From an optimization exercise on the open Yosys and OpenROAD flow, aimed at a short achievable clock period and few clock cycles; shortcuts taken in it are not production practice. The RTL was checked by simulation tests, not by an equivalence proof against the original design. Power figures rest on the tool's default switching activity, not on a simulated workload.

==> flow/design.v <==
`default_nettype none
package core_pkg;
	localparam int XLEN       = 32;
	localparam int REG_ADDR_W = 5;
	localparam logic [XLEN-1:0] RESET_PC = 32'h0000_0000;
	localparam logic [2:0] F3_ADD_SUB = 3'b000;
	localparam logic [2:0] F3_XOR     = 3'b100;
	localparam logic [2:0] F3_OR      = 3'b110;
	localparam logic [2:0] F3_AND     = 3'b111;
	localparam logic [2:0] F3_WORD    = 3'b010;
	localparam logic [2:0] F3_BEQ     = 3'b000;
	localparam logic [2:0] F3_BNE     = 3'b001;
	localparam logic [6:0] F7_BASE    = 7'b000_0000;
	localparam logic [6:0] F7_SUB     = 7'b010_0000;
	typedef enum logic [6:0] {
		OPC_LUI    = 7'b011_0111,
		OPC_OP_IMM = 7'b001_0011,
		OPC_OP     = 7'b011_0011,
		OPC_LOAD   = 7'b000_0011,
		OPC_STORE  = 7'b010_0011,
		OPC_BRANCH = 7'b110_0011,
		OPC_JAL    = 7'b110_1111
	} opcode_e;
	typedef enum logic [2:0] {
		ALU_ADD,
		ALU_SUB,
		ALU_AND,
		ALU_OR,
		ALU_XOR,
		ALU_PASS_B
	} alu_op_e;
	typedef enum logic [1:0] {
		WAIT_INSTR,
		EXECUTE,
		WAIT_DATA
	} ctrl_state_e;
	typedef struct packed {
		alu_op_e               alu_op;
		logic [REG_ADDR_W-1:0] rs1;
		logic [REG_ADDR_W-1:0] rs2;
		logic [REG_ADDR_W-1:0] rd;
		logic [XLEN-1:0]       imm;
		logic                  reg_write;
		logic                  use_imm;
		logic                  is_load;
		logic                  is_store;
		logic                  is_branch;
		logic                  branch_on_ne;
		logic                  is_jal;
		logic                  illegal;
	} decoded_instr_t;
	typedef struct packed {
		logic            we;
		logic [XLEN-1:0] addr;
		logic [XLEN-1:0] wdata;
	} lsu_req_t;
	typedef struct packed {
		logic            req;
		logic            we;
		logic [XLEN-1:0] addr;
		logic [XLEN-1:0] wdata;
	} data_bus_req_t;
endpackage
`default_nettype wire
`default_nettype none
module register_file (
	input  logic        clk_i,
	input  logic        rst_n_i,
	input  logic [4:0]  raddr_a_i,
	input  logic [4:0]  raddr_b_i,
	output logic [31:0] rdata_a_o,
	output logic [31:0] rdata_b_o,
	input  logic        we_i,
	input  logic [4:0]  waddr_i,
	input  logic [31:0] wdata_i
);
	logic [31:0] regs_q [1:31];
	always_ff @(posedge clk_i or negedge rst_n_i) begin
		if (!rst_n_i) begin
			for (int i = 1; i < 32; i++) begin
				regs_q[i] <= '0;
			end
		end else if (we_i && waddr_i != '0) begin
			regs_q[waddr_i] <= wdata_i;
		end
	end
	assign rdata_a_o = (raddr_a_i == '0) ? '0 : regs_q[raddr_a_i];
	assign rdata_b_o = (raddr_b_i == '0) ? '0 : regs_q[raddr_b_i];
endmodule
`default_nettype wire
`default_nettype none
module core_top (
	input  logic        clk_i,
	input  logic        rst_n_i,
	input  logic        fetch_enable_i,
	output logic        instr_req_o,
	output logic [31:0] instr_addr_o,
	input  logic        instr_gnt_i,
	input  logic        instr_rvalid_i,
	input  logic [31:0] instr_rdata_i,
	output logic        data_req_o,
	output logic        data_we_o,
	output logic [31:0] data_addr_o,
	output logic [31:0] data_wdata_o,
	input  logic        data_gnt_i,
	input  logic        data_rvalid_i,
	input  logic [31:0] data_rdata_i,
	output logic        core_busy_o
);
	logic        f_req_q;
	logic [31:0] f_pc_q;
	logic        f_out_q;
	logic        f_kill_q;
	logic [31:0] f_out_pc_q;
	logic        f_pend_q;
	logic [31:0] f_pend_pc_q;
	logic        d_valid_q;
	logic [31:0] d_instr_q;
	logic [31:0] d_pc_q;
	logic        d_pred_q;
	logic        e_valid_q;
	logic        e_regwrite_q;
	logic [4:0]  e_rd_q;
	logic        e_load_q;
	logic        e_mem_q;
	logic        e_store_q;
	logic        e_br_q;
	logic        e_bne_q;
	logic        e_jal_q;
	logic        e_pred_q;
	logic [31:0] e_alt_q;
	logic [31:0] e_a_q;
	logic [31:0] e_b_q;
	logic [31:0] e_s_q;
	logic [2:0]  e_fa_q;    
	logic [2:0]  e_fb_q;
	logic [2:0]  e_fs_q;
	logic        e_sub_q;
	logic        e_op_add_q;
	logic        e_op_xor_q;
	logic        e_op_or_q;
	logic        e_op_and_q;
	logic        e_op_b_q;
	logic        m_regwrite_q;
	logic [4:0]  m_rd_q;
	logic        m_load_q;
	logic        m_req_q;
	logic        m_we_q;
	logic [31:0] m_result_q;
	logic [31:0] m_wdata_q;
	logic        w_regwrite_q;
	logic [4:0]  w_rd_q;
	logic        w_load_q;
	logic [31:0] w_result_q;
	logic        dout_q;
	logic        busy_q;
	logic stall;        
	logic hazard;       
	logic d_adv;        
	logic e_redirect;
	logic [31:0] rf_wdata;
	logic        rf_we;
	assign stall = (w_load_q & ~data_rvalid_i) | (m_req_q & ~data_gnt_i);
	logic        arr;
	logic        accept;
	logic        replay;
	logic        p_jal;
	logic        p_bwd;
	logic        p_pred;
	logic        i_redir;
	logic [31:0] i_tgt;
	logic [31:0] rdi;
	assign rdi    = instr_rdata_i;
	assign arr    = f_out_q & instr_rvalid_i & ~f_kill_q;
	assign accept = arr & (~d_valid_q | d_adv) & ~e_redirect;
	assign replay = arr & d_valid_q & ~d_adv & ~e_redirect;
	assign p_jal  = (rdi[6:0] == 7'b1101111);
	assign p_bwd  = (rdi[6:0] == 7'b1100011) & (rdi[14:13] == 2'b00) & rdi[31];
	assign p_pred = p_jal | p_bwd;
	assign i_redir = accept & p_pred;
	logic [21:0] j_lo;
	logic [13:0] b_lo;
	logic [10:0] j_hi;
	logic [18:0] b_hi;
	logic [10:0] j_hi_p1;
	logic [10:0] j_hi_m1;
	logic [18:0] b_hi_m1;
	assign j_lo    = {1'b0, f_out_pc_q[20:0]} +
		{1'b0, rdi[31], rdi[19:12], rdi[20], rdi[30:21], 1'b0};
	assign b_lo    = {1'b0, f_out_pc_q[12:0]} +
		{1'b0, rdi[31], rdi[7], rdi[30:25], rdi[11:8], 1'b0};
	assign j_hi_p1 = f_out_pc_q[31:21] + 11'd1;
	assign j_hi_m1 = f_out_pc_q[31:21] - 11'd1;
	assign b_hi_m1 = f_out_pc_q[31:13] - 19'd1;
	assign j_hi = (rdi[31] == j_lo[21]) ? f_out_pc_q[31:21] :
		(j_lo[21] ? j_hi_p1 : j_hi_m1);
	assign b_hi = b_lo[13] ? f_out_pc_q[31:13] : b_hi_m1;
	assign i_tgt = rdi[3] ? {j_hi, j_lo[20:0]} : {b_hi, b_lo[12:0]};
	logic        f_gnt;
	logic        f_wait;
	logic        redirect_any;
	logic [31:0] early_tgt;
	logic [31:0] seq_pc;
	logic [31:0] redir_pc;
	assign f_gnt        = f_req_q & instr_gnt_i;
	assign f_wait       = f_req_q & ~instr_gnt_i;
	assign redirect_any = e_redirect | i_redir | replay;
	assign early_tgt    = e_redirect ? e_alt_q : f_out_pc_q;
	assign seq_pc       = f_pend_q ? f_pend_pc_q : (f_gnt ? f_pc_q + 32'd4 : f_pc_q);
	assign redir_pc     = i_redir ? i_tgt : early_tgt;
	always_ff @(posedge clk_i or negedge rst_n_i) begin
		if (!rst_n_i) begin
			f_req_q     <= 1'b0;
			f_pc_q      <= 32'd0;
			f_out_q     <= 1'b0;
			f_kill_q    <= 1'b0;
			f_out_pc_q  <= 32'd0;
			f_pend_q    <= 1'b0;
			f_pend_pc_q <= 32'd0;
		end else begin
			if (f_wait) begin
				if (redirect_any) begin
					f_pend_q    <= 1'b1;
					f_pend_pc_q <= redir_pc;
				end
			end else begin
				f_req_q  <= fetch_enable_i;
				f_pc_q   <= i_redir ? i_tgt : ((e_redirect | replay) ? early_tgt : seq_pc);
				f_pend_q <= 1'b0;
			end
			if (f_gnt) begin
				f_out_q    <= 1'b1;
				f_out_pc_q <= f_pc_q;
				f_kill_q   <= redirect_any | f_pend_q;
			end else begin
				if (instr_rvalid_i) begin
					f_out_q <= 1'b0;
				end
				if (redirect_any) begin
					f_kill_q <= 1'b1;
				end
			end
		end
	end
	assign instr_req_o  = f_req_q;
	assign instr_addr_o = f_pc_q;
	logic [6:0]  opc;
	logic [2:0]  f3;
	logic [6:0]  f7;
	logic [4:0]  rs1;
	logic [4:0]  rs2;
	logic [4:0]  rd;
	logic        alu_f3;
	logic        is_lui;
	logic        is_opimm;
	logic        is_op;
	logic        is_load;
	logic        is_store;
	logic        is_br;
	logic        is_jal;
	logic        writes;
	logic        regwrite;
	logic        use1;
	logic        use2;
	logic        b_imm;
	logic [31:0] imm;
	logic [31:0] pc4;
	logic [31:0] pc_br;
	logic [31:0] rf_a;
	logic [31:0] rf_b;
	logic [31:0] va;
	logic [31:0] vb;
	logic        a_m;
	logic        a_w;
	logic        b_m;
	logic        b_w;
	assign opc = d_instr_q[6:0];
	assign f3  = d_instr_q[14:12];
	assign f7  = d_instr_q[31:25];
	assign rs1 = d_instr_q[19:15];
	assign rs2 = d_instr_q[24:20];
	assign rd  = d_instr_q[11:7];
	assign alu_f3   = (f3 == 3'b000) | (f3 == 3'b100) | (f3 == 3'b110) | (f3 == 3'b111);
	assign is_lui   = (opc == 7'b0110111);
	assign is_opimm = (opc == 7'b0010011) & alu_f3;
	assign is_op    = (opc == 7'b0110011) & alu_f3 &
		((f7 == 7'b0000000) | ((f7 == 7'b0100000) & (f3 == 3'b000)));
	assign is_load  = (opc == 7'b0000011) & (f3 == 3'b010);
	assign is_store = (opc == 7'b0100011) & (f3 == 3'b010);
	assign is_br    = (opc == 7'b1100011) & (f3[2:1] == 2'b00);
	assign is_jal   = (opc == 7'b1101111);
	assign writes   = is_lui | is_opimm | is_op | is_load | is_jal;
	assign regwrite = writes & (rd != 5'd0);
	assign use1     = is_opimm | is_op | is_load | is_store | is_br;
	assign use2     = is_op | is_store | is_br;
	assign b_imm    = ~is_op;
	assign pc4   = d_pc_q + 32'd4;
	assign pc_br = d_pc_q + {{19{d_instr_q[31]}}, d_instr_q[31], d_instr_q[7],
		d_instr_q[30:25], d_instr_q[11:8], 1'b0};
	always_comb begin
		if (is_lui) begin
			imm = {d_instr_q[31:12], 12'd0};
		end else if (is_jal) begin
			imm = pc4;
		end else if (opc[5] & ~opc[4]) begin
			imm = {{20{d_instr_q[31]}}, d_instr_q[31:25], d_instr_q[11:7]};
		end else begin
			imm = {{20{d_instr_q[31]}}, d_instr_q[31:20]};
		end
	end
	register_file u_register_file (
		.clk_i     (clk_i),
		.rst_n_i   (rst_n_i),
		.raddr_a_i (rs1),
		.raddr_b_i (rs2),
		.rdata_a_o (rf_a),
		.rdata_b_o (rf_b),
		.we_i      (rf_we),
		.waddr_i   (w_rd_q),
		.wdata_i   (rf_wdata)
	);
	assign va = (rf_we & (w_rd_q == rs1) & (rs1 != 5'd0)) ? rf_wdata : rf_a;
	assign vb = (rf_we & (w_rd_q == rs2) & (rs2 != 5'd0)) ? rf_wdata : rf_b;
	assign a_m = e_regwrite_q & (e_rd_q == rs1);
	assign a_w = m_regwrite_q & (m_rd_q == rs1) & ~a_m;
	assign b_m = e_regwrite_q & (e_rd_q == rs2);
	assign b_w = m_regwrite_q & (m_rd_q == rs2) & ~b_m;
	assign hazard = d_valid_q & (
		(e_regwrite_q & e_load_q & ((use1 & (e_rd_q == rs1)) | (use2 & (e_rd_q == rs2)))) |
		(m_regwrite_q & m_load_q & ((use1 & (m_rd_q == rs1)) | (use2 & (m_rd_q == rs2)))));
	assign d_adv = ~stall & ~hazard;
	always_ff @(posedge clk_i or negedge rst_n_i) begin
		if (!rst_n_i) begin
			d_valid_q <= 1'b0;
		end else begin
			if (accept) begin
				d_valid_q <= 1'b1;
			end else if (d_adv | e_redirect) begin
				d_valid_q <= 1'b0;
			end
		end
	end
	always_ff @(posedge clk_i) begin
		if (~d_valid_q | d_adv) begin
			d_instr_q <= rdi;
			d_pc_q    <= f_out_pc_q;
			d_pred_q  <= p_pred;
		end
	end
	logic        e_go;
	assign e_go = d_valid_q & d_adv & ~e_redirect;
	always_ff @(posedge clk_i or negedge rst_n_i) begin
		if (!rst_n_i) begin
			e_valid_q    <= 1'b0;
			e_regwrite_q <= 1'b0;
			e_load_q     <= 1'b0;
			e_mem_q      <= 1'b0;
			e_br_q       <= 1'b0;
			e_jal_q      <= 1'b0;
			e_pred_q     <= 1'b0;
		end else if (!stall) begin
			e_valid_q    <= e_go;
			e_regwrite_q <= e_go & regwrite;
			e_load_q     <= e_go & is_load;
			e_mem_q      <= e_go & (is_load | is_store);
			e_br_q       <= e_go & is_br;
			e_jal_q      <= e_go & is_jal;
			e_pred_q     <= e_go & d_pred_q;
		end
	end
	always_ff @(posedge clk_i) begin
		if (!stall) begin
			e_rd_q     <= rd;
			e_store_q  <= is_store;
			e_bne_q    <= f3[0];
			e_alt_q    <= d_pred_q ? pc4 : pc_br;
			e_a_q      <= va;
			e_b_q      <= b_imm ? imm : vb;
			e_s_q      <= vb;
			e_fa_q     <= {a_m & use1, a_w & use1, ~((a_m | a_w) & use1)};
			e_fb_q     <= {b_m & ~b_imm, b_w & ~b_imm, ~((b_m | b_w) & ~b_imm)};
			e_fs_q     <= {b_m & use2, b_w & use2, ~((b_m | b_w) & use2)};
			e_sub_q    <= is_op & f7[5];
			e_op_add_q <= is_load | is_store | ((is_opimm | is_op) & (f3 == 3'b000));
			e_op_xor_q <= (is_opimm | is_op) & (f3 == 3'b100);
			e_op_or_q  <= (is_opimm | is_op) & (f3 == 3'b110);
			e_op_and_q <= (is_opimm | is_op) & (f3 == 3'b111);
			e_op_b_q   <= is_lui | is_jal;
		end
	end
	logic [31:0] ea;
	logic [31:0] eb;
	logic [31:0] es;
	logic [31:0] sum;
	logic [31:0] res;
	logic        taken;
	assign ea = ({32{e_fa_q[2]}} & m_result_q) | ({32{e_fa_q[1]}} & w_result_q) |
		({32{e_fa_q[0]}} & e_a_q);
	assign eb = ({32{e_fb_q[2]}} & m_result_q) | ({32{e_fb_q[1]}} & w_result_q) |
		({32{e_fb_q[0]}} & e_b_q);
	assign es = ({32{e_fs_q[2]}} & m_result_q) | ({32{e_fs_q[1]}} & w_result_q) |
		({32{e_fs_q[0]}} & e_s_q);
	assign sum = ea + (eb ^ {32{e_sub_q}}) + {31'd0, e_sub_q};
	assign res = ({32{e_op_add_q}} & sum) | ({32{e_op_xor_q}} & (ea ^ eb)) |
		({32{e_op_or_q}} & (ea | eb)) | ({32{e_op_and_q}} & (ea & eb)) |
		({32{e_op_b_q}} & eb);
	assign taken      = e_jal_q | (e_br_q & ((ea == es) ^ e_bne_q));
	assign e_redirect = e_valid_q & (taken ^ e_pred_q) & ~stall;
	always_ff @(posedge clk_i or negedge rst_n_i) begin
		if (!rst_n_i) begin
			m_regwrite_q <= 1'b0;
			m_load_q     <= 1'b0;
			m_req_q      <= 1'b0;
		end else if (!stall) begin
			m_regwrite_q <= e_regwrite_q;
			m_load_q     <= e_load_q;
			m_req_q      <= e_mem_q;
		end
	end
	always_ff @(posedge clk_i) begin
		if (!stall) begin
			m_rd_q     <= e_rd_q;
			m_we_q     <= e_store_q;
			m_result_q <= res;
			m_wdata_q  <= es;
		end
	end
	assign data_req_o   = m_req_q;
	assign data_we_o    = m_we_q;
	assign data_addr_o  = m_result_q;
	assign data_wdata_o = m_wdata_q;
	always_ff @(posedge clk_i or negedge rst_n_i) begin
		if (!rst_n_i) begin
			w_regwrite_q <= 1'b0;
			w_load_q     <= 1'b0;
		end else if (!stall) begin
			w_regwrite_q <= m_regwrite_q;
			w_load_q     <= m_load_q;
		end else if (data_rvalid_i) begin
			w_load_q     <= 1'b0;
		end
	end
	always_ff @(posedge clk_i) begin
		if (!stall) begin
			w_rd_q     <= m_rd_q;
			w_result_q <= m_result_q;
		end else if (w_load_q) begin
			w_result_q <= data_rdata_i;
		end
	end
	assign rf_we    = w_regwrite_q & (~w_load_q | data_rvalid_i);
	assign rf_wdata = w_load_q ? data_rdata_i : w_result_q;
	always_ff @(posedge clk_i or negedge rst_n_i) begin
		if (!rst_n_i) begin
			dout_q <= 1'b0;
			busy_q <= 1'b0;
		end else begin
			if (m_req_q & data_gnt_i) begin
				dout_q <= 1'b1;
			end else if (data_rvalid_i) begin
				dout_q <= 1'b0;
			end
			busy_q <= fetch_enable_i | f_req_q | f_out_q | d_valid_q | e_valid_q |
				m_req_q | w_load_q | dout_q;
		end
	end
	assign core_busy_o = busy_q;
endmodule
`default_nettype wire
==> flow/run.sh <==
#!/bin/bash
# synth_recipe.tcl (not shown) runs the flow's synth.tcl, then flattens the netlist and writes it again
# the make line also repeats each setting of config.mk as NAME=value (left out here)
make -C /OpenROAD-flow-scripts/flow DESIGN_CONFIG=/design/flow/config.mk WORK_HOME=/design/flow/orfs CLKGATE_MAP_FILE= SYNTH_SCRIPT=/design/flow/synth_recipe.tcl finish
==> flow/config.mk <==
export PLATFORM = sky130hd
export DESIGN_NAME = core_top
export DESIGN_NICKNAME = core_top
export VERILOG_FILES = /design/flow/design.v
export SDC_FILE = /design/flow/constraint.sdc
export NUM_CORES = 4
export LEC_CHECK = 0
export ABC_CLOCK_PERIOD_IN_PS = 2500
export CAP_MARGIN = 20
export CELL_PAD_IN_SITES_DETAIL_PLACEMENT = 1
export CELL_PAD_IN_SITES_GLOBAL_PLACEMENT = 2
export CORE_MARGIN = 2
export CORE_UTILIZATION = 35
export SETUP_SLACK_MARGIN = 5
export SLEW_MARGIN = 20
==> flow/constraint.sdc <==
create_clock -name core_clock -period 10.0 [get_ports {clk_i}]
set_input_delay 2.0000 -clock core_clock [delete_from_list [all_inputs] [get_ports {clk_i}]]
set_output_delay 2.0000 -clock core_clock [all_outputs]
set_load 0.01 [all_outputs]
==> out/summary.txt, run 1 <==
Arrival @ worst endpoint = 5.88 ns
Internal = 11.17 mW
Seq pwr share = 42.4%
Latest clock arrival within the worst-skew pair = 0.85 ns
WL/cell = 38.98 um
Max IR drop VDD = 175.9 uV
Yosys reg bits = 1,429
Max Slew Vio Count = 0
Global Route Usage Sum = 38.00%
Post-synth top cells = 1,107 x dfrtp_1, 795 x nor2_1, 785 x a21oi_1
Final HPWL DP = 257,800 um
Post-synthesis net count = 8,057
Avg Vias per Cell = 6.540
EDFF count, synth = 290
Storage cell area = 37,050 um^2
Synth Cell Area = 74,080 um^2
Worst slew pin tran = 1.326 ns
Placed cell count = 10,380
First-pass iteration count of the detailed router = 9
Final Util = 41.55%
Area grow syn2layout = 17.76%
Crit path kind = input pin to register
Cts hold-fix bufs = 0
Yosys top cell by area = dfrtp_1
Nets@finish = 8,062
Vias in the first global route = 69,794
Count leader, synth = dfrtp_1
TritonCTS Buffers = 172
Initial Util = 35.28%
Setup TNS = 0 ns
FILL cells = 23,196
GP Congestion = 0.8737
Hold Crit Class = register to register
Crit share post-route = 51.78%
Layout cells sized above 1 = 11.80%
Initial DRC count = 9,342
Top FF cell, synth = dfrtp_1
Final Total Pwr = 16.08 mW
CP Launch Type = input pin
Initial antenna violation count = 28
Post-synthesis cell count = 7,819
Drt total wl = 420,300 um
Netlist cell types = 82
Clock power share = 40.9%
Max reg flops = 992
DRC = 0
Worst hold slack = 0.4233 ns
I/O pin count = 171
Clock transition at the registers of the reported paths = 0.06 ns
Die W = 464.1 um
Total grt overflow = 0
Pin count of the biggest net entering global routing = 151
Die Y = 464.1 um
Fin. Hold Viols = 0
Net switching fraction of the power = 30.57%
P_leak = 36.36 nW
Setup violations, final = 0
FFs w/ async S/R, synth = 77.47%
Routed Antenna Nets = 0
Row Count = 168
# port buffers = 170
Routed via count = 70,510
Clk sinks = 1,429
CTS H-tree depth = 4
Relative slew slack = 10.92%
Crit path max fanout = 4
Crit end category = register
Worst Clk Skew = 0.04871 ns
Final min period = 5.178 ns
Max_cap viols = 0
Clk root buf = clkbuf_16
Core area = 210,000 um^2
Area of the multi-input gates = 36,080 um^2
Non-Filler Instances = 10,782
Yosys warning total = 3
Top cells by area, synth = dfrtp_1 37%, edfxtp_1 12%, a22oi_1 5.8%, a21oi_1 5.3%, o21ai_0 4.6%
First-pass GRT wire length = 580,100 um
P_sw = 4.916 mW
FMAX = 193.1 MHz
Syn Area/Cell = 9.475 um^2
TritonCTS clock tree = done
Most flops, register = u_register_file.regs_q
Status = timing/DRC/antenna clean
Clk buf depth = 3
Die area = 215,400 um^2
Logic pwr share = 16.7%
Post-synthesis sequential area ratio = 50.01%
RSZ-0062 raised after global routing = yes
Post-synth top area share = 37.39%
Critical Path RT = 10.70 ns
PD cells = 184.3 nW/um^2
-- final cells by class --
type / count / area share (%)
clock buffer: 252 / 5.745
clock inverter: 63 / 0.8619
timing repair buffer: 486 / 4.899
inverter: 137 / 0.5980
tap: 2805 / 4.023
timing repair inverter: 1 / 0.005737
multi-input combinational: 5597 / 41.36
sequential: 1429 / 42.47
antenna: 12 / 0.03442
-- path summary, 6_finish.rpt --
path	from	depth (start not counted)	slack, ns	end
min reg2reg	e_store_q$_DFFE_PP_	0	0.42	m_we_q$_DFFE_PP_
max in group asynchronous	rst_n_i	3	6.72	u_register_file.regs_q[13][27]$_DFFE_PN0P_
min in group asynchronous	rst_n_i	1	1.19	u_register_file.regs_q[11][3]$_DFFE_PN0P_
max reg2reg	d_instr_q[24]$_DFFE_PN_	10	4.93	e_b_q[19]$_DFFE_PP_
min	e_store_q$_DFFE_PP_	0	0.42	m_we_q$_DFFE_PP_
max	instr_rdata_i[28]	19	4.82	f_pc_q[30]$_DFFE_PN0P_
-- critical path, cell delays in order --
cell and delay (ns):
buf_4 0.14, ha_4 0.28, nand4_1 0.11, a211o_1 0.33
o2111a_2 0.18, a211oi_4 0.28, o31a_1 0.28, clkinvlp_4 0.20
ha_4 0.24, a21o_1 0.16, a21oi_2 0.16, o21ai_2 0.08
or4_4 0.49, a31o_4 0.26, a21oi_2 0.12, xor2_1 0.17
o22ai_1 0.10, o21ai_2 0.20, a31oi_1 0.11
-- timing repair --
action	in CTS	in global routing
buffers inserted	42	26
gates resized for setup	126	31
pin swaps	42	27
endpoints found under the setup margin	219	149
gates cloned	3	3
-- per-layer routing --
layer | vias to the layer above | track usage (%) | share of wire [%]
li1 | 29128 | - | -
met3 | 918 | 7.833 | 8.6
met1 | 36706 | 52.38 | 43
met5 | - | 0 | 0.029
met2 | 3736 | 56.91 | 43
met4 | 22 | 17.86 | 5.4
-- power by group through the flow --
stage | logic, mW | clock network, mW | registers (mW)
6_report | 2.69 | 6.58 | 6.81
5_1_grt | 2.92 | 6.86 | 6.84
4_1_cts | 2.62 | 6.65 | 6.80
3_5_place_dp | 2.41 | 0 | 6.88
3_3_place_gp | 2.40 | 0 | 6.90
2_1_floorplan | 1.48 | 0 | 6.59
-- layout by cell type, fill, tap and decap left out, types with 165 or more instances in the layout --
cell type	n
dfrtp_1	1106
a21oi_1	772
nand2_1	743
nor2_1	719
o21ai_0	659
a22oi_1	573
buf_4	298
edfxtp_1	290
a221oi_1	205
clkbuf_16	179
nand4_1	165
-- metrics by stage --
stage / setup slack (ns) / instance area, um^2
2_1_floorplan: 2.742 / 74500
3_3_place_gp: 2.477 / 80230
3_5_place_dp: 2.428 / 80290
4_1_cts: 4.814 / 86790
5_1_grt: 4.729 / 87220
6_report: 4.822 / 87240
-- cell families (layout without fill, tap and decap cells) --
logic type / count (synthesis) / in the layout / synth area share [%]
AOI/OAI and AO/OA: 2863 / 2864 / 25.28
and+or+nand+nor: 2206 / 2210 / 13.23
adders and majority gates: 167 / 167 / 2.871
DFF: 1429 / 1429 / 50.01
buffers and inverters: 798 / 939 / 4.109
muxes: 124 / 124 / 1.765
xor gates and xnor gates: 232 / 232 / 2.743
other: 0 / 12 / 0
Testbench counts, summed over its fixed seeds: cycles 12,285.
==> run 2, diff against run 1 <==
--- a/flow/design.v
+++ b/flow/design.v
@@ -63,11 +63,46 @@
 endpackage
 `default_nettype wire
 `default_nettype none
+module add_pp #(
+	parameter int W = 32
+) (
+	input  logic [W-1:0] a_i,
+	input  logic [W-1:0] b_i,
+	input  logic         cin_i,
+	output logic [W-1:0] sum_o,
+	output logic         cout_o
+);
+	localparam int L = (W > 16) ? 5 : (W > 8) ? 4 : (W > 4) ? 3 : (W > 2) ? 2 : 1;
+	logic [W-1:0] g [0:L];
+	logic [W-1:0] p [0:L];
+	logic [W-1:0] hp;
+	assign hp = a_i ^ b_i;
+	always_comb begin
+		g[0] = a_i & b_i;
+		p[0] = hp;
+		g[0][0] = (a_i[0] & b_i[0]) | (hp[0] & cin_i);
+		for (int l = 1; l <= L; l++) begin
+			for (int i = 0; i < W; i++) begin
+				if (i >= (1 << (l - 1))) begin
+					g[l][i] = g[l-1][i] | (p[l-1][i] & g[l-1][i - (1 << (l - 1))]);
+					p[l][i] = p[l-1][i] & p[l-1][i - (1 << (l - 1))];
+				end else begin
+					g[l][i] = g[l-1][i];
+					p[l][i] = p[l-1][i];
+				end
+			end
+		end
+	end
+	assign sum_o  = hp ^ {g[L][W-2:0], cin_i};
+	assign cout_o = g[L][W-1];
+endmodule
+`default_nettype wire
+`default_nettype none
 module register_file (
 	input  logic        clk_i,
 	input  logic        rst_n_i,
-	input  logic [4:0]  raddr_a_i,
-	input  logic [4:0]  raddr_b_i,
+	input  logic [31:1] sel_a_i,
+	input  logic [31:1] sel_b_i,
 	output logic [31:0] rdata_a_o,
 	output logic [31:0] rdata_b_o,
 	input  logic        we_i,
@@ -84,8 +119,14 @@
 			regs_q[waddr_i] <= wdata_i;
 		end
 	end
-	assign rdata_a_o = (raddr_a_i == '0) ? '0 : regs_q[raddr_a_i];
-	assign rdata_b_o = (raddr_b_i == '0) ? '0 : regs_q[raddr_b_i];
+	always_comb begin
+		rdata_a_o = '0;
+		rdata_b_o = '0;
+		for (int i = 1; i < 32; i++) begin
+			rdata_a_o = rdata_a_o | ({32{sel_a_i[i]}} & regs_q[i]);
+			rdata_b_o = rdata_b_o | ({32{sel_b_i[i]}} & regs_q[i]);
+		end
+	end
 endmodule
 `default_nettype wire
 `default_nettype none
@@ -118,6 +159,8 @@
 	logic [31:0] d_instr_q;
 	logic [31:0] d_pc_q;
 	logic        d_pred_q;
+	logic [31:1] d_s1_q;
+	logic [31:1] d_s2_q;
 	logic        e_valid_q;
 	logic        e_regwrite_q;
 	logic [4:0]  e_rd_q;
@@ -148,6 +191,7 @@
 	logic        m_we_q;
 	logic [31:0] m_result_q;
 	logic [31:0] m_wdata_q;
+	logic [31:0] m_addr_q;
 	logic        w_regwrite_q;
 	logic [4:0]  w_rd_q;
 	logic        w_load_q;
@@ -178,6 +222,14 @@
 	assign p_bwd  = (rdi[6:0] == 7'b1100011) & (rdi[14:13] == 2'b00) & rdi[31];
 	assign p_pred = p_jal | p_bwd;
 	assign i_redir = accept & p_pred;
+	logic [31:1] s1_dec;
+	logic [31:1] s2_dec;
+	always_comb begin
+		for (int i = 1; i < 32; i++) begin
+			s1_dec[i] = (rdi[19:15] == 5'(i));
+			s2_dec[i] = (rdi[24:20] == 5'(i));
+		end
+	end
 	logic [21:0] j_lo;
 	logic [13:0] b_lo;
 	logic [10:0] j_hi;
@@ -185,10 +237,20 @@
 	logic [10:0] j_hi_p1;
 	logic [10:0] j_hi_m1;
 	logic [18:0] b_hi_m1;
-	assign j_lo    = {1'b0, f_out_pc_q[20:0]} +
-		{1'b0, rdi[31], rdi[19:12], rdi[20], rdi[30:21], 1'b0};
-	assign b_lo    = {1'b0, f_out_pc_q[12:0]} +
-		{1'b0, rdi[31], rdi[7], rdi[30:25], rdi[11:8], 1'b0};
+	add_pp #(.W(21)) u_add_j (
+		.a_i    (f_out_pc_q[20:0]),
+		.b_i    ({rdi[31], rdi[19:12], rdi[20], rdi[30:21], 1'b0}),
+		.cin_i  (1'b0),
+		.sum_o  (j_lo[20:0]),
+		.cout_o (j_lo[21])
+	);
+	add_pp #(.W(13)) u_add_b (
+		.a_i    (f_out_pc_q[12:0]),
+		.b_i    ({rdi[31], rdi[7], rdi[30:25], rdi[11:8], 1'b0}),
+		.cin_i  (1'b0),
+		.sum_o  (b_lo[12:0]),
+		.cout_o (b_lo[13])
+	);
 	assign j_hi_p1 = f_out_pc_q[31:21] + 11'd1;
 	assign j_hi_m1 = f_out_pc_q[31:21] - 11'd1;
 	assign b_hi_m1 = f_out_pc_q[31:13] - 19'd1;
@@ -311,8 +373,8 @@
 	register_file u_register_file (
 		.clk_i     (clk_i),
 		.rst_n_i   (rst_n_i),
-		.raddr_a_i (rs1),
-		.raddr_b_i (rs2),
+		.sel_a_i   (d_s1_q),
+		.sel_b_i   (d_s2_q),
 		.rdata_a_o (rf_a),
 		.rdata_b_o (rf_b),
 		.we_i      (rf_we),
@@ -345,6 +407,8 @@
 			d_instr_q <= rdi;
 			d_pc_q    <= f_out_pc_q;
 			d_pred_q  <= p_pred;
+			d_s1_q    <= s1_dec;
+			d_s2_q    <= s2_dec;
 		end
 	end
 	logic        e_go;
@@ -400,7 +464,13 @@
 		({32{e_fb_q[0]}} & e_b_q);
 	assign es = ({32{e_fs_q[2]}} & m_result_q) | ({32{e_fs_q[1]}} & w_result_q) |
 		({32{e_fs_q[0]}} & e_s_q);
-	assign sum = ea + (eb ^ {32{e_sub_q}}) + {31'd0, e_sub_q};
+	add_pp #(.W(32)) u_add_e (
+		.a_i    (ea),
+		.b_i    (eb ^ {32{e_sub_q}}),
+		.cin_i  (e_sub_q),
+		.sum_o  (sum),
+		.cout_o ()
+	);
 	assign res = ({32{e_op_add_q}} & sum) | ({32{e_op_xor_q}} & (ea ^ eb)) |
 		({32{e_op_or_q}} & (ea | eb)) | ({32{e_op_and_q}} & (ea & eb)) |
 		({32{e_op_b_q}} & eb);
@@ -425,9 +495,14 @@
 			m_wdata_q  <= es;
 		end
 	end
+	always_ff @(posedge clk_i) begin
+		if (!stall && e_mem_q) begin
+			m_addr_q <= sum;
+		end
+	end
 	assign data_req_o   = m_req_q;
 	assign data_we_o    = m_we_q;
-	assign data_addr_o  = m_result_q;
+	assign data_addr_o  = m_addr_q;
 	assign data_wdata_o = m_wdata_q;
 	always_ff @(posedge clk_i or negedge rst_n_i) begin
 		if (!rst_n_i) begin
==> out/summary.txt, run 2 <==
Pin count of the biggest net entering global routing = 156 (was 151)
GP Congestion = 0.9018 (was 0.8737)
Count leader, synth = dfrtp_1 (unchanged)
Initial Util = 35.22% (was 35.28%)
Post-synth top area share = 36.22% (was 37.39%)
Hold Crit Class = register to register (unchanged)
Post-synthesis net count = 8,073 (was 8,057)
Yosys warning total = 12 (was 3)
Crit end category = register (unchanged)
I/O pin count = 171 (unchanged)
Placement Setup Slack = 2.471 ns (was 2.428 ns)
Avg Vias per Cell = 6.600 (was 6.540)
Netlist cell types = 83 (was 82)
CP Launch Type = input pin (unchanged)
First-pass GRT wire length = 592,800 um (was 580,100 um)
Worst slew pin tran = 1.253 ns (was 1.326 ns)
Cell mode on critical path = buf_4
DRC = 0 (unchanged)
Top FF cell, synth = dfrtp_1 (unchanged)
CTS H-tree depth = 4 (unchanged)
Adder-cell share of the synthesized area = 2.781% (was 2.871%)
Die Y = 471.5 um (was 464.1 um)
Syn Area/Cell = 9.762 um^2 (was 9.475 um^2)
Area grow syn2layout = 17.26% (was 17.76%)
Slowest cell on crit path = a21oi_1 (was or4_4)
FFs w/ async S/R, synth = 72.69% (was 77.47%)
Global Route Usage Sum = 38.10% (was 38.00%)
Vias in the first global route = 70,364 (was 69,794)
Most flops, register = u_register_file.regs_q (unchanged)
Largest family of logic cells by synthesized area = compound AO/OA/AOI/OAI gates (unchanged)
Compound-Gate Fraction of Synth Area = 24.60% (was 25.28%)
Worst setup margin = 5.017 ns (was 4.822 ns)
Layout cells sized above 1 = 10.93% (was 11.80%)
Synth Cell Area = 76,490 um^2 (was 74,080 um^2)
Max_cap viols = 0 (unchanged)
Worst Clk Skew = 0.02637 ns (was 0.04871 ns)
Post-synthesis mux area share = 1.346% (was 1.765%)
Post-synth top cells = 1,107 x dfrtp_1, 1,103 x a21oi_1, 1,099 x nor2_1 (was 1,107 x dfrtp_1, 795 x nor2_1, 785 x a21oi_1)
TritonCTS Buffers = 184 (was 172)
Crit path kind = input pin to register (unchanged)
Critical Path RT = 10.49 ns (was 10.70 ns)
XOR/XNOR Fraction of Synth Area = 2.680% (was 2.743%)
Setup violations, final = 0 (unchanged)
Final Util = 41.30% (was 41.55%)
Post-synthesis sequential area ratio = 52.13% (was 50.01%)
Fin. Hold Viols = 0 (unchanged)
Routed via count = 71,990 (was 70,510)
EDFF count, synth = 384 (was 290)
Yosys top cell by area = dfrtp_1 (unchanged)
Die area = 222,300 um^2 (was 215,400 um^2)
Leading cell type in the layout, fill and taps excluded = dfrtp_1 (unchanged)
Drt total wl = 434,700 um (was 420,300 um)
P_leak = 38.19 nW (was 36.36 nW)
# port buffers = 170 (unchanged)
Max reg flops = 992 (unchanged)
Clock transition at the registers of the reported paths = 0.06 ns (about the same)
Total grt overflow = 0 (unchanged)
Arrival @ worst endpoint = 5.48 ns (was 5.88 ns)
Row Count = 171 (was 168)
TritonCTS clock tree = done (unchanged)
Clk buf depth = 3 (unchanged)
Most frequent cells in the layout = 1,105 x dfrtp_1, 1,096 x a21oi_1, 1,068 x nor2_1, 499 x nand2_1, 431 x a22oi_1 (was 1,106 x dfrtp_1, 772 x a21oi_1, 743 x nand2_1, 719 x nor2_1, 659 x o21ai_0)
Routed Antenna Nets = 0 (unchanged)
PD cells = 181.5 nW/um^2 (was 184.3 nW/um^2)
Setup TNS = 0 ns (unchanged)
Initial antenna violation count = 23 (was 28)
Nets@finish = 8,126 (was 8,062)
Initial DRC count = 10,424 (was 9,342)
Clk sinks = 1,523 (was 1,429)
Yosys reg bits = 1,523 (was 1,429)
RSZ-0062 raised after global routing = yes (unchanged)
Max Slew Vio Count = 0 (unchanged)
Relative slew slack = 16.46% (was 10.92%)
Final HPWL DP = 266,300 um (was 257,800 um)
Die W = 471.5 um (was 464.1 um)
Status = timing/DRC/antenna clean (unchanged)
FMAX = 200.7 MHz (was 193.1 MHz)
Latest clock arrival within the worst-skew pair = 0.84 ns (was 0.85 ns)
Final min period = 4.983 ns (was 5.178 ns)
Crit share post-route = 49.83% (was 51.78%)
Max IR drop VDD = 140.1 uV (was 175.9 uV)
Clk root buf = clkbuf_16 (unchanged)
Crit path max fanout = 17 (was 4)
First-pass iteration count of the detailed router = 10 (was 9)
Post-Synth Simple-Gate Area = 12.52% (was 13.23%)
Top cells by area, synth = dfrtp_1 36%, edfxtp_1 15%, a21oi_1 7.2%, nor2_1 5.4%, a22oi_1 4.2% (was dfrtp_1 37%, edfxtp_1 12%, a22oi_1 5.8%, a21oi_1 5.3%, o21ai_0 4.6%)
CP peak stage delay = 0.78 ns (was 0.49 ns)
Critical path cell sequence = clkdlybuf4s50_1, nand2b_4, nand2_1, nor4_2, buf_4, buf_4, nor4_1, a21oi_1 (was buf_4, ha_4, nand4_1, a211o_1, o2111a_2, a211oi_4, o31a_1, clkinvlp_4, ha_4, a21o_1, a21oi_2, o21ai_2, or4_4, a31o_4, a21oi_2, xor2_1, o22ai_1, o21ai_2, a31oi_1)
Core area = 217,200 um^2 (was 210,000 um^2)
Post-synthesis cell count = 7,835 (was 7,819)
WL/cell = 39.85 um (was 38.98 um)
run 2: cell types whose count changed after synthesis, moves of 26 or more:
cell | previous run | this run
a21oi_1 | 785 | 1103
a221oi_1 | 207 | 300
a22o_1 | 162 | 266
a22oi_1 | 573 | 432
edfxtp_1 | 290 | 384
nand2_1 | 765 | 505
nand2b_1 | 66 | 40
nor2_1 | 795 | 1099
nor4_1 | 45 | 88
o21ai_0 | 679 | 301
o31ai_1 | 50 | 9
xnor2_1 | 107 | 135
xor2_1 | 125 | 99
run 2: report_power, final:
group | total (mW) | switching, mW | internal, mW | leakage [nW]
sequential | 7.11 | 0.461 | 6.65 | 20.0
combinational | 2.19 | 1.35 | 0.847 | 15.1
clock | 6.98 | 2.92 | 4.06 | 3.05
run 2: worst max-delay path: cells and delay by family:
| family | cells | cell delay [ns] |
|---|---|---|
| and+or+nand+nor | 4 | 1.12 |
| AOI/OAI and AO/OA | 1 | 0.78 |
| buffers and inverters | 3 | 1.53 |
run 2: kinds of logic after synthesis:
family | after synthesis
buffers and inverters | 798
and+or+nand+nor | 2196
DFF | 1523
xor gates and xnor gates | 234
AOI/OAI and AO/OA | 2819
muxes | 98
adders and majority gates | 167
run 2: metal layers:
layer	share of wire, %	track usage, %	up-vias
li1	-	-	29392
met1	42	52.76	37455
met2	42	56.02	4064
met3	9.4	8.720	1059
met4	5.6	18.39	20
met5	0.037	0	-
run 2: timing repair:
item | CTS | global route
hold buffers | 0 | 0
cloned | 1 | 1
pin swaps | 43 | 22
setup endpoints to repair | 80 | 66
buffers inserted | 52 | 18
hold endpoints to repair | 0 | 0
resized for setup | 140 | 35
run 2: worst paths after layout:
| path | end | cells after the start | start | slack [ns] |
|---|---|---|---|---|
| max reg2reg | f_pc_q[29]$_DFFE_PN0P_ | 11 | e_fa_q[2]$_DFFE_PP_ | 5.30 |
| max | e_a_q[9]$_DFFE_PP_ | 8 | data_rvalid_i | 5.02 |
| min in group asynchronous | u_register_file.regs_q[2][3]$_DFFE_PN0P_ | 1 | rst_n_i | 1.14 |
| min reg2reg | m_we_q$_DFFE_PP_ | 0 | e_store_q$_DFFE_PP_ | 0.43 |
| min | m_we_q$_DFFE_PP_ | 0 | e_store_q$_DFFE_PP_ | 0.43 |
| max in group asynchronous | f_pend_q$_DFFE_PN0P_ | 3 | rst_n_i | 6.81 |
run 2: area by class of cell:
cell class,instances,area [um^2]
repair inverters,1,5.005
flip-flops and latches,1523,39880
repair buffers,515,4551
inverters,148,559.3
clock buffers,273,5510
diodes,11,27.53
well taps,2854,3571
fillers,23887,127500
clock inverters,68,649.4
multi-input cells,5515,34940
run 2: stage by stage:
step | std cells | power [mW] | hold WS (ns) | instance area (um^2)
2_1_floorplan | 7835 | 8.121 | 0.4003 | 76570
3_3_place_gp | 10480 | 9.199 | 0.4048 | 82330
3_5_place_dp | 10482 | 9.204 | 0.4088 | 82390
4_1_cts | 10876 | 16.28 | 0.4215 | 89340
5_1_grt | 10898 | 16.78 | 0.4253 | 89660
6_report | 10908 | 16.28 | 0.4272 | 89690
Testbench counts of run 2, summed over its fixed seeds: cycles 12,285.
==> run 3, diff against run 2 <==
==> flow/flow/run.sh (new file) <==
#!/bin/bash
# Standard layout, with timing repair aiming well below the clock period.
set -euo pipefail
bash standard.sh finish SETUP_SLACK_MARGIN=6.5 > flow_make.log 2>&1
==> flow/standard.sh (new file) <==
#!/bin/bash
# synth_recipe.tcl (not shown) runs the flow's synth.tcl, then flattens the netlist and writes it again
# the make line also repeats each setting of config.mk as NAME=value (left out here)
make -C /OpenROAD-flow-scripts/flow DESIGN_CONFIG=/design/flow/config.mk WORK_HOME=/design/flow/orfs CLKGATE_MAP_FILE= SYNTH_SCRIPT=/design/flow/synth_recipe.tcl "${@:-finish}"
removed: flow/run.sh
==> out/summary.txt, run 3 <==
P_leak = 42.19 nW (was 38.19 nW)
Max Slew Vio Count = 0 (unchanged)
Die Y = 471.5 um (unchanged)
Fin. Hold Viols = 0 (unchanged)
Final min period = 4.973 ns (was 4.983 ns)
Drt total wl = 470,500 um (was 434,700 um)
Crit share post-route = 49.73% (was 49.83%)
Synth Cell Area = 76,490 um^2 (unchanged)
Row Count = 171 (unchanged)
Clk buf depth = 3 (unchanged)
Critical Path RT = 10.70 ns (was 10.49 ns)
Setup TNS = 0 ns (unchanged)
Yosys reg bits = 1,523 (unchanged)
Top FF cell, synth = dfrtp_1 (unchanged)
Post-synthesis sequential area ratio = 52.13% (unchanged)
Crit end category = register (unchanged)
Placement Setup Slack = 2.471 ns (unchanged)
Max_cap viols = 0 (unchanged)
Status = timing/DRC/antenna clean (unchanged)
Routed Antenna Nets = 0 (unchanged)
Total grt overflow = 0 (unchanged)
Crit path max fanout = 6 (was 17)
Critical path cell sequence = buf_12, ha_4, inv_2, fa_2, nand2b_4, a211oi_4, o211ai_1, a41oi_2, nor2_4, buf_6, buf_6, ha_4, or3_4, a41o_1, a21oi_2, xnor2_2, a211oi_2, buf_4, nor3_2, a221oi_2, o21ai_1 (was clkdlybuf4s50_1, nand2b_4, nand2_1, nor4_2, buf_4, buf_4, nor4_1, a21oi_1)
CTS H-tree depth = 4 (unchanged)
FFs w/ async S/R, synth = 72.69% (unchanged)
Leading cell type in the layout, fill and taps excluded = dfrtp_1 (unchanged)
First-pass GRT wire length = 621,800 um (was 592,800 um)
Max IR drop VDD = 148.2 uV (was 140.1 uV)
Final HPWL DP = 266,300 um (unchanged)
Latest clock arrival within the worst-skew pair = 0.84 ns (about the same)
DRC = 0 (unchanged)
Top cells by area, synth = dfrtp_1 36%, edfxtp_1 15%, a21oi_1 7.2%, nor2_1 5.4%, a22oi_1 4.2% (unchanged)
Die W = 471.5 um (unchanged)
Vias in the first global route = 73,210 (was 70,364)
GP Congestion = 0.9018 (unchanged)
Clock power share = 41.9% (was 42.9%)
Initial DRC count = 11,614 (was 10,424)
RSZ-0062 raised after global routing = yes (unchanged)
Initial Util = 35.22% (unchanged)
Post-synthesis cell count = 7,835 (unchanged)
CP peak stage delay = 0.37 ns (was 0.78 ns)
Global Route Usage Sum = 40.08% (was 38.10%)
Worst slew pin tran = 1.256 ns (was 1.253 ns)
R2R Setup Slk = 5.56 ns (was 5.30 ns)
Worst Clk Skew = 0.03184 ns (was 0.02637 ns)
Slowest cell on crit path = or3_4 (was a21oi_1)
Clk sinks = 1,523 (unchanged)
Post-synth top area share = 36.22% (unchanged)
Yosys warning total = 12 (unchanged)
First-pass iteration count of the detailed router = 9 (was 10)
Routed via count = 75,996 (was 71,990)
Arrival @ worst endpoint = 5.68 ns (was 5.48 ns)
Most frequent cells in the layout = 1,072 x dfrtp_1, 1,057 x nor2_1, 1,029 x a21oi_1, 494 x buf_4, 453 x nand2_1 (was 1,105 x dfrtp_1, 1,096 x a21oi_1, 1,068 x nor2_1, 499 x nand2_1, 431 x a22oi_1)
Pin count of the biggest net entering global routing = 156 (unchanged)
Nets@finish = 8,562 (was 8,126)
Clock transition at the registers of the reported paths = 0.06 ns (about the same)
TritonCTS Buffers = 184 (unchanged)
Yosys top cell by area = dfrtp_1 (unchanged)
Relative slew slack = 16.27% (was 16.46%)
Seq pwr share = 42.5% (was 43.7%)
Max reg flops = 992 (unchanged)
EDFF count, synth = 384 (unchanged)
Worst setup margin = 5.027 ns (was 5.017 ns)
Initial antenna violation count = 35 (was 23)
FMAX = 201.1 MHz (was 200.7 MHz)
P_sw = 4.987 mW (was 4.727 mW)
FILL cells = 23,414 (was 23,887)
Setup violations, final = 0 (unchanged)
Area grow syn2layout = 29.06% (was 17.26%)
Cts hold-fix bufs = 0 (unchanged)
Count leader, synth = dfrtp_1 (unchanged)
Net switching fraction of the power = 29.78% (was 29.03%)
Clk root buf = clkbuf_16 (unchanged)
Netlist cell types = 83 (unchanged)
Avg Vias per Cell = 6.695 (was 6.600)
# port buffers = 170 (unchanged)
TritonCTS clock tree = done (unchanged)
Most flops, register = u_register_file.regs_q (unchanged)
WL/cell = 41.45 um (was 39.85 um)
I/O pin count = 171 (unchanged)
PD cells = 169.7 nW/um^2 (was 181.5 nW/um^2)
Die area = 222,300 um^2 (unchanged)
Hold Crit Class = register to register (unchanged)
Internal = 11.76 mW (was 11.55 mW)
Logic pwr share = 15.7% (was 13.5%)
Core area = 217,200 um^2 (unchanged)
Post-synthesis net count = 8,073 (unchanged)
Syn Area/Cell = 9.762 um^2 (unchanged)
Layout cells sized above 1 = 21.19% (was 10.93%)
CP Launch Type = input pin (unchanged)
Crit path kind = input pin to register (unchanged)
Post-synth top cells = 1,107 x dfrtp_1, 1,103 x a21oi_1, 1,099 x nor2_1 (unchanged)
[run 3: cell counts after synthesis]
No cell type changed its count.
[run 3: through the flow]
stage          util, %  instances  instance area, um^2  power [mW]  hold WS, ns
6_report         45.45      11351                98710       16.75       0.4133
5_1_grt          45.43      11334                98670       17.19       0.4215
4_1_cts          43.84      11181                95200       16.54       0.4215
3_5_place_dp     37.94      10482                82390       9.204       0.4088
3_3_place_gp     37.91      10480                82330       9.199       0.4048
2_1_floorplan        -       7835                76570       8.121       0.4003
[run 3: critical path: cells and delay by family]
| kind | cells | cell delay [ns] |
|---|---|---|
| AO/OA/AOI/OAI | 8 | 1.67 |
| XOR/XNOR | 1 | 0.10 |
| adder cells (fa/ha/maj) | 3 | 0.69 |
| buffers and inverters | 5 | 0.53 |
| AND/OR/NAND/NOR | 4 | 0.67 |
[run 3: cells by family (layout without fill, tap and decap cells)]
group                      Yosys count  in the layout  synth area share (%)
DFF                               1523           1523                 52.13
other                                0             18                     0
muxes                               98             98                 1.346
and+or+nand+nor                   2196           2206                 12.52
adders and majority gates          167            167                 2.781
xor gates and xnor gates           234            234                 2.680
AOI/OAI and AO/OA                 2819           2820                 24.60
buffers and inverters              798           1431                 3.942
[run 3: routing by layer]
layer  GRT usage (%)  vias to the layer above  part of all wire, %
met4           20.93                       21                  6.3
met5               0                        -                0.032
met3           9.833                     1282                   11
li1                -                    30327                    -
met2           58.46                     5012                   42
met1           54.88                    39354                   41
[run 3: what timing repair did]
item	CTS	global route
setup endpoints to repair	1549	586
setup buffers	316	126
pin swaps	209	179
gates cloned	42	25
resized for setup	1095	399
[run 3: cell type report]
| type | count | area (um^2) | share of cell area (%) |
|---|---|---|---|
| diodes | 18 | 45.04 | 0.04563 |
| clock buffers | 273 | 5510 | 5.582 |
| clock inverters | 68 | 649.4 | 0.6579 |
| inverters | 148 | 569.3 | 0.5767 |
| multi-input cells | 5525 | 38310 | 38.81 |
| flip-flops and latches | 1523 | 39920 | 40.44 |
| well taps | 2854 | 3571 | 3.618 |
| repair buffers | 941 | 10130 | 10.26 |
| repair inverters | 1 | 5.005 | 0.005070 |
[run 3: path summary, 6_finish.rpt]
| kind | start | end | depth (start not counted) |
|---|---|---|---|
| setup / recovery | instr_rdata_i[21] | f_pc_q[30]$_DFFE_PN0P_ | 21 |
| hold / removal | e_store_q$_DFFE_PP_ | m_we_q$_DFFE_PP_ | 0 |
| setup reg to reg | f_out_pc_q[2]$_DFFE_PN0P_ | f_pc_q[30]$_DFFE_PN0P_ | 19 |
| hold reg to reg | e_store_q$_DFFE_PP_ | m_we_q$_DFFE_PP_ | 0 |
| max in group asynchronous | rst_n_i | f_out_pc_q[28]$_DFFE_PN0P_ | 3 |
| min in group asynchronous | rst_n_i | u_register_file.regs_q[2][3]$_DFFE_PN0P_ | 1 |
[run 3: power by group through the flow]
stage,clock network [mW],registers [mW],logic [mW]
floorplan,0,6.96,1.16
global placement,0,7.21,1.99
detailed placement,0,7.20,2.00
CTS,7.06,7.07,2.41
global route,7.29,7.12,2.78
finish,7.01,7.11,2.62
==> run 4, diff against run 3 <==
--- a/flow/design.v
+++ b/flow/design.v
@@ -155,6 +155,10 @@
 	logic [31:0] f_out_pc_q;
 	logic        f_pend_q;
 	logic [31:0] f_pend_pc_q;
+	logic        f_out_btb_q;    
+	logic        btb_v_q;
+	logic [31:0] btb_pc_q;
+	logic [31:0] btb_tgt_q;
 	logic        d_valid_q;
 	logic [31:0] d_instr_q;
 	logic [31:0] d_pc_q;
@@ -171,6 +175,7 @@
 	logic        e_bne_q;
 	logic        e_jal_q;
 	logic        e_pred_q;
+	logic        e_done_q;    
 	logic [31:0] e_alt_q;
 	logic [31:0] e_a_q;
 	logic [31:0] e_b_q;
@@ -212,6 +217,7 @@
 	logic        p_bwd;
 	logic        p_pred;
 	logic        i_redir;
+	logic        i_back;
 	logic [31:0] i_tgt;
 	logic [31:0] rdi;
 	assign rdi    = instr_rdata_i;
@@ -221,7 +227,8 @@
 	assign p_jal  = (rdi[6:0] == 7'b1101111);
 	assign p_bwd  = (rdi[6:0] == 7'b1100011) & (rdi[14:13] == 2'b00) & rdi[31];
 	assign p_pred = p_jal | p_bwd;
-	assign i_redir = accept & p_pred;
+	assign i_redir = accept & p_pred & ~f_out_btb_q;
+	assign i_back  = accept & ~p_pred & f_out_btb_q;
 	logic [31:1] s1_dec;
 	logic [31:1] s2_dec;
 	always_comb begin
@@ -266,9 +273,12 @@
 	logic [31:0] redir_pc;
 	assign f_gnt        = f_req_q & instr_gnt_i;
 	assign f_wait       = f_req_q & ~instr_gnt_i;
-	assign redirect_any = e_redirect | i_redir | replay;
-	assign early_tgt    = e_redirect ? e_alt_q : f_out_pc_q;
-	assign seq_pc       = f_pend_q ? f_pend_pc_q : (f_gnt ? f_pc_q + 32'd4 : f_pc_q);
+	logic        btb_hit;
+	assign btb_hit      = btb_v_q & (btb_pc_q == f_pc_q);
+	assign redirect_any = e_redirect | i_redir | replay | i_back;
+	assign early_tgt    = e_redirect ? e_alt_q : (i_back ? f_out_pc_q + 32'd4 : f_out_pc_q);
+	assign seq_pc       = f_pend_q ? f_pend_pc_q :
+		(f_gnt ? (btb_hit ? btb_tgt_q : f_pc_q + 32'd4) : f_pc_q);
 	assign redir_pc     = i_redir ? i_tgt : early_tgt;
 	always_ff @(posedge clk_i or negedge rst_n_i) begin
 		if (!rst_n_i) begin
@@ -279,7 +289,16 @@
 			f_out_pc_q  <= 32'd0;
 			f_pend_q    <= 1'b0;
 			f_pend_pc_q <= 32'd0;
+			f_out_btb_q <= 1'b0;
+			btb_v_q     <= 1'b0;
+			btb_pc_q    <= 32'd0;
+			btb_tgt_q   <= 32'd0;
 		end else begin
+			if (i_redir) begin
+				btb_v_q   <= 1'b1;
+				btb_pc_q  <= f_out_pc_q;
+				btb_tgt_q <= i_tgt;
+			end
 			if (f_wait) begin
 				if (redirect_any) begin
 					f_pend_q    <= 1'b1;
@@ -287,12 +306,13 @@
 				end
 			end else begin
 				f_req_q  <= fetch_enable_i;
-				f_pc_q   <= i_redir ? i_tgt : ((e_redirect | replay) ? early_tgt : seq_pc);
+				f_pc_q   <= i_redir ? i_tgt : ((e_redirect | replay | i_back) ? early_tgt : seq_pc);
 				f_pend_q <= 1'b0;
 			end
 			if (f_gnt) begin
-				f_out_q    <= 1'b1;
-				f_out_pc_q <= f_pc_q;
+				f_out_q     <= 1'b1;
+				f_out_pc_q  <= f_pc_q;
+				f_out_btb_q <= btb_hit & ~f_pend_q;
 				f_kill_q   <= redirect_any | f_pend_q;
 			end else begin
 				if (instr_rvalid_i) begin
@@ -475,7 +495,14 @@
 		({32{e_op_or_q}} & (ea | eb)) | ({32{e_op_and_q}} & (ea & eb)) |
 		({32{e_op_b_q}} & eb);
 	assign taken      = e_jal_q | (e_br_q & ((ea == es) ^ e_bne_q));
-	assign e_redirect = e_valid_q & (taken ^ e_pred_q) & ~stall;
+	assign e_redirect = e_valid_q & (taken ^ e_pred_q) & ~e_done_q;
+	always_ff @(posedge clk_i or negedge rst_n_i) begin
+		if (!rst_n_i) begin
+			e_done_q <= 1'b0;
+		end else begin
+			e_done_q <= stall & (e_done_q | e_redirect);
+		end
+	end
 	always_ff @(posedge clk_i or negedge rst_n_i) begin
 		if (!rst_n_i) begin
 			m_regwrite_q <= 1'b0;
==> flow/run.sh (new file) <==
#!/bin/bash
# synth_recipe.tcl (not shown) runs the flow's synth.tcl, then flattens the netlist and writes it again
# the make line also repeats each setting of config.mk as NAME=value (left out here)
make -C /OpenROAD-flow-scripts/flow DESIGN_CONFIG=/design/flow/config.mk WORK_HOME=/design/flow/orfs CLKGATE_MAP_FILE= SYNTH_SCRIPT=/design/flow/synth_recipe.tcl finish
removed: flow/flow/run.sh
removed: flow/standard.sh
==> out/summary.txt, run 4 <==
Worst Setup EP = f_pc_q[30]$_DFFE_PN0P_ (unchanged)
Top FF cell, synth = dfrtp_1 (unchanged)
Final min period = 5.222 ns (was 4.973 ns)
Hold Path Origin = e_store_q$_DFFE_PP_ (unchanged)
Initial Util = 35.22% (about the same)
EDFF count, synth = 384 (unchanged)
FMAX = 191.5 MHz (was 201.1 MHz)
Drt total wl = 461,500 um (was 470,500 um)
CTS H-tree depth = 4 (unchanged)
Critical path cell sequence = buf_12, ha_4, inv_2, fa_2, nand2b_4, o2bb2ai_4, o221a_4, a21oi_4, o221ai_4, ha_4, a21o_1, a21oi_2, nor2b_1, o21a_1, or4_4, a31o_4, a21oi_4, xnor2_2, o2111ai_2, a31oi_1 (was buf_12, ha_4, inv_2, fa_2, nand2b_4, a211oi_4, o211ai_1, a41oi_2, nor2_4, buf_6, buf_6, ha_4, or3_4, a41o_1, a21oi_2, xnor2_2, a211oi_2, buf_4, nor3_2, a221oi_2, o21ai_1)
RSZ-0062 raised after global routing = yes (unchanged)
First-pass iteration count of the detailed router = 10 (was 9)
R2R Setup Slk = 5.00 ns (was 5.56 ns)
Vias in the first global route = 73,661 (was 73,210)
Post-synth top cells = 1,173 x dfrtp_1, 1,109 x a21oi_1, 1,107 x nor2_1 (was 1,107 x dfrtp_1, 1,103 x a21oi_1, 1,099 x nor2_1)
Layout cells sized above 1 = 10.83% (was 21.19%)
Die W = 482.2 um (was 471.5 um)
Critical Path RT = 10.77 ns (was 10.70 ns)
Area post-placement = 86,330 um^2 (was 82,390 um^2)
Max_cap viols = 0 (unchanged)
Clock transition at the registers of the reported paths = 0.06 ns (about the same)
Placed cell count = 11,017 (was 10,482)
Pin count of the biggest net entering global routing = 164 (was 156)
FFs w/ async S/R, synth = 73.82% (was 72.69%)
# port buffers = 170 (unchanged)
Slowest cell on crit path = or4_4 (was or3_4)
Worst hold slack = 0.4424 ns (was 0.4133 ns)
Global Route Usage Sum = 38.81% (was 40.08%)
Post-synth top area share = 36.67% (was 36.22%)
DRC = 0 (unchanged)
Placement Setup Slack = 2.775 ns (was 2.471 ns)
Routed via count = 75,496 (was 75,996)
Most frequent cells in the layout = 1,171 x dfrtp_1, 1,098 x a21oi_1, 1,084 x nor2_1, 620 x nand2_1, 419 x a22oi_1 (was 1,072 x dfrtp_1, 1,057 x nor2_1, 1,029 x a21oi_1, 494 x buf_4, 453 x nand2_1)
CP Launch Type = input pin (unchanged)
Reg2reg start = e_fa_q[2]$_DFFE_PP_ (was f_out_pc_q[2]$_DFFE_PN0P_)
Synth Cell Area = 80,040 um^2 (was 76,490 um^2)
Yosys warning total = 12 (unchanged)
Clk root buf = clkbuf_16 (unchanged)
Area grow syn2layout = 17.12% (was 29.06%)
Critical path's top delay family = compound AO/OA/AOI/OAI gates (unchanged)
Critical path depth = 20 (was 21)
Count leader, synth = dfrtp_1 (unchanged)
Buf/Inv on CP = 2 (was 5)
Post-route cell area = 93,740 um^2 (was 98,710 um^2)
Total grt overflow = 0 (unchanged)
Crit share post-route = 52.22% (was 49.73%)
Crit end category = register (unchanged)
Netlist cell types = 91 (was 83)
I/O pin count = 171 (unchanged)
Max IR drop VDD = 171.7 uV (was 148.2 uV)
Fin. Hold Viols = 0 (unchanged)
Core area = 227,300 um^2 (was 217,200 um^2)
TritonCTS Buffers = 191 (was 184)
P_leak = 39.93 nW (was 42.19 nW)
Avg Vias per Cell = 6.585 (was 6.695)
Crit path launch = instr_rdata_i[21] (unchanged)
Worst Clk Skew = 0.03274 ns (was 0.03184 ns)
Clk sinks = 1,589 (was 1,523)
Final Total Pwr = 18.76 mW (was 16.75 mW)
Leading cell type in the layout, fill and taps excluded = dfrtp_1 (unchanged)
CP peak stage delay = 0.54 ns (was 0.37 ns)
Worst R2R Path Depth = 12 (was 19)
Post-synthesis sequential area ratio = 51.88% (was 52.13%)
Setup violations, final = 0 (unchanged)
Setup TNS = 0 ns (unchanged)
Die area = 232,500 um^2 (was 222,300 um^2)
Post-synthesis cell count = 8,223 (was 7,835)
Final Util = 41.25% (was 45.45%)
Relative slew slack = 17.26% (was 16.27%)
PD cells = 200.1 nW/um^2 (was 169.7 nW/um^2)
Post-synthesis net count = 8,463 (was 8,073)
Routed Antenna Nets = 0 (unchanged)
WL/cell = 40.26 um (was 41.45 um)
TritonCTS clock tree = done (unchanged)
Row Count = 175 (was 171)
First-pass GRT wire length = 627,600 um (was 621,800 um)
Yosys top cell by area = dfrtp_1 (unchanged)
Initial antenna violation count = 40 (was 35)
Arrival @ worst endpoint = 5.99 ns (was 5.68 ns)
Syn Area/Cell = 9.734 um^2 (was 9.762 um^2)
GP Congestion = 0.8870 (was 0.9018)
Status = timing/DRC/antenna clean (unchanged)
Nets@finish = 8,522 (was 8,562)
Initial DRC count = 10,790 (was 11,614)
R2r endpoint = f_pc_q[30]$_DFFE_PN0P_ (unchanged)
Final HPWL DP = 284,500 um (was 266,300 um)
Crit path max fanout = 5 (was 6)
Worst setup margin = 4.778 ns (was 5.027 ns)
Worst slew pin tran = 1.241 ns (was 1.256 ns)
Latest clock arrival within the worst-skew pair = 0.86 ns (was 0.84 ns)
Die Y = 482.2 um (was 471.5 um)
Non-Filler Instances = 11,464 (was 11,351)
Most flops, register = u_register_file.regs_q (unchanged)
Max Slew Vio Count = 0 (unchanged)
Yosys reg bits = 1,589 (was 1,523)
Crit path kind = input pin to register (unchanged)
Max reg flops = 992 (unchanged)
Top cells by area, synth = dfrtp_1 37%, edfxtp_1 14%, a21oi_1 6.9%, nor2_1 5.2%, a22oi_1 3.9% (was dfrtp_1 36%, edfxtp_1 15%, a21oi_1 7.2%, nor2_1 5.4%, a22oi_1 4.2%)
Hold Crit Class = register to register (unchanged)
Clk buf depth = 3 (unchanged)
-- run 4: logic make-up (layout without fill, tap and decap cells) --
group,count (synthesis),after routing,share of synthesized area (%)
adder cells (fa/ha/maj),169,169,2.689
flip-flops,1589,1589,51.88
buffers and inverters,841,1059,4.039
AND/OR/NAND/NOR,2366,2366,12.90
multiplexers,100,100,1.311
other,0,14,0
AO/OA/AOI/OAI,2867,2867,24.00
XOR/XNOR,291,291,3.184
-- run 4: worst min-delay path by stage --
stage | endpoint | slack (ns) | cells past startpoint
floorplan | m_we_q$_DFFE_PP_ | 0.40 | 0
global placement | m_we_q$_DFFE_PP_ | 0.43 | 0
finish | m_we_q$_DFFE_PP_ | 0.44 | 0
CTS | m_we_q$_DFFE_PP_ | 0.45 | 0
detailed placement | m_we_q$_DFFE_PP_ | 0.44 | 0
global route | m_we_q$_DFFE_PP_ | 0.45 | 0
-- run 4: layout make-up --
cell class / count / area [um^2]
multi-input cells: 5793 / 36710
repair buffers: 550 / 4798
fillers: 25167 / 133500
well taps: 3009 / 3765
clock buffers: 285 / 5597
inverters: 157 / 595.6
clock inverters: 67 / 711.9
flip-flops and latches: 1589 / 41530
diodes: 14 / 35.03
-- run 4: per-layer routing --
metal  wire length [um]  global-route usage, %
met1             194800                  53.46
met2             197500                  57.19
met3              45560                  10.18
met4              23440                  17.12
met5                165                      0
-- run 4: worst register-to-register path, cell delays in order (launching register included) --
cell	delay [ns]
edfxtp_1	0.36
buf_4	0.28
a222oi_1	0.56
xor2_1	0.24
nor4_1	0.65
nand4_1	0.37
o22a_1	0.35
or3_4	0.51
a21oi_4	0.18
buf_4	0.47
nand2_2	0.43
a32o_1	0.35
a31oi_1	0.16
-- run 4: timing repair --
item / 4_1_cts / 5_1_grt
cloned: 0 / 1
pin swaps: 41 / 31
setup endpoints to repair: 136 / 70
hold buffers: 0 / 0
gates resized for setup: 93 / 38
setup buffers: 43 / 35
-- run 4: where the power goes --
| group | switching, mW | total [mW] | internal, mW |
|---|---|---|---|
| clock network | 3.06 | 7.21 | 4.15 |
| registers | 0.663 | 7.67 | 7.01 |
| logic | 2.37 | 3.88 | 1.51 |
Testbench counts of run 4, summed over its fixed seeds: cycles 12,079.

[separate check: timing with driven ports]
The results above use ideal ports. As a check the final layouts listed here were re-extracted and re-timed, cells and wires unchanged.
Step 1 (the two cells are an assumption about what drives the block):
set clk [get_ports {clk_i}]
set_driving_cell -lib_cell sky130_fd_sc_hd__clkbuf_16 $clk
set_driving_cell -lib_cell sky130_fd_sc_hd__buf_2 [delete_from_list [all_inputs] $clk]
Step 2 adds t to the input delays and takes it off the output delays; t is the mean of the earliest and latest rising clock arrival at the registers after step 1. Input paths then give back, and output paths get back, about the clock's delay inside the block.
Three values: no drivers, after step 1, after step 2; two values: the first two.
| run | t (ns) | setup slack, ns | worst hold slack (ns) | worst setup path at the end | latest minus earliest clock arrival (ns) |
|---|---|---|---|---|---|
| run 1 | 0.918 | 4.822 / 4.862 / 3.944 | 0.423 / 0.423 / 0.423 | input to register | 0.054 / 0.054 |
| run 2 | 0.920 | 5.017 / 5.047 / 4.127 | 0.427 / 0.427 / 0.427 | input to register | 0.033 / 0.034 |
| run 3 | 0.927 | 5.027 / 5.026 / 4.099 | 0.413 / 0.413 / 0.413 | input to register | 0.037 / 0.036 |
| run 4 | 0.961 | 4.778 / 4.829 / 3.868 | 0.442 / 0.442 / 0.442 | input to register | 0.035 / 0.034 |
After both steps setup and hold are still met in every run listed. For run 3, which loses most, drivers alone change the setup slack by -0.001 ns; drivers and shift together by -0.928 ns.
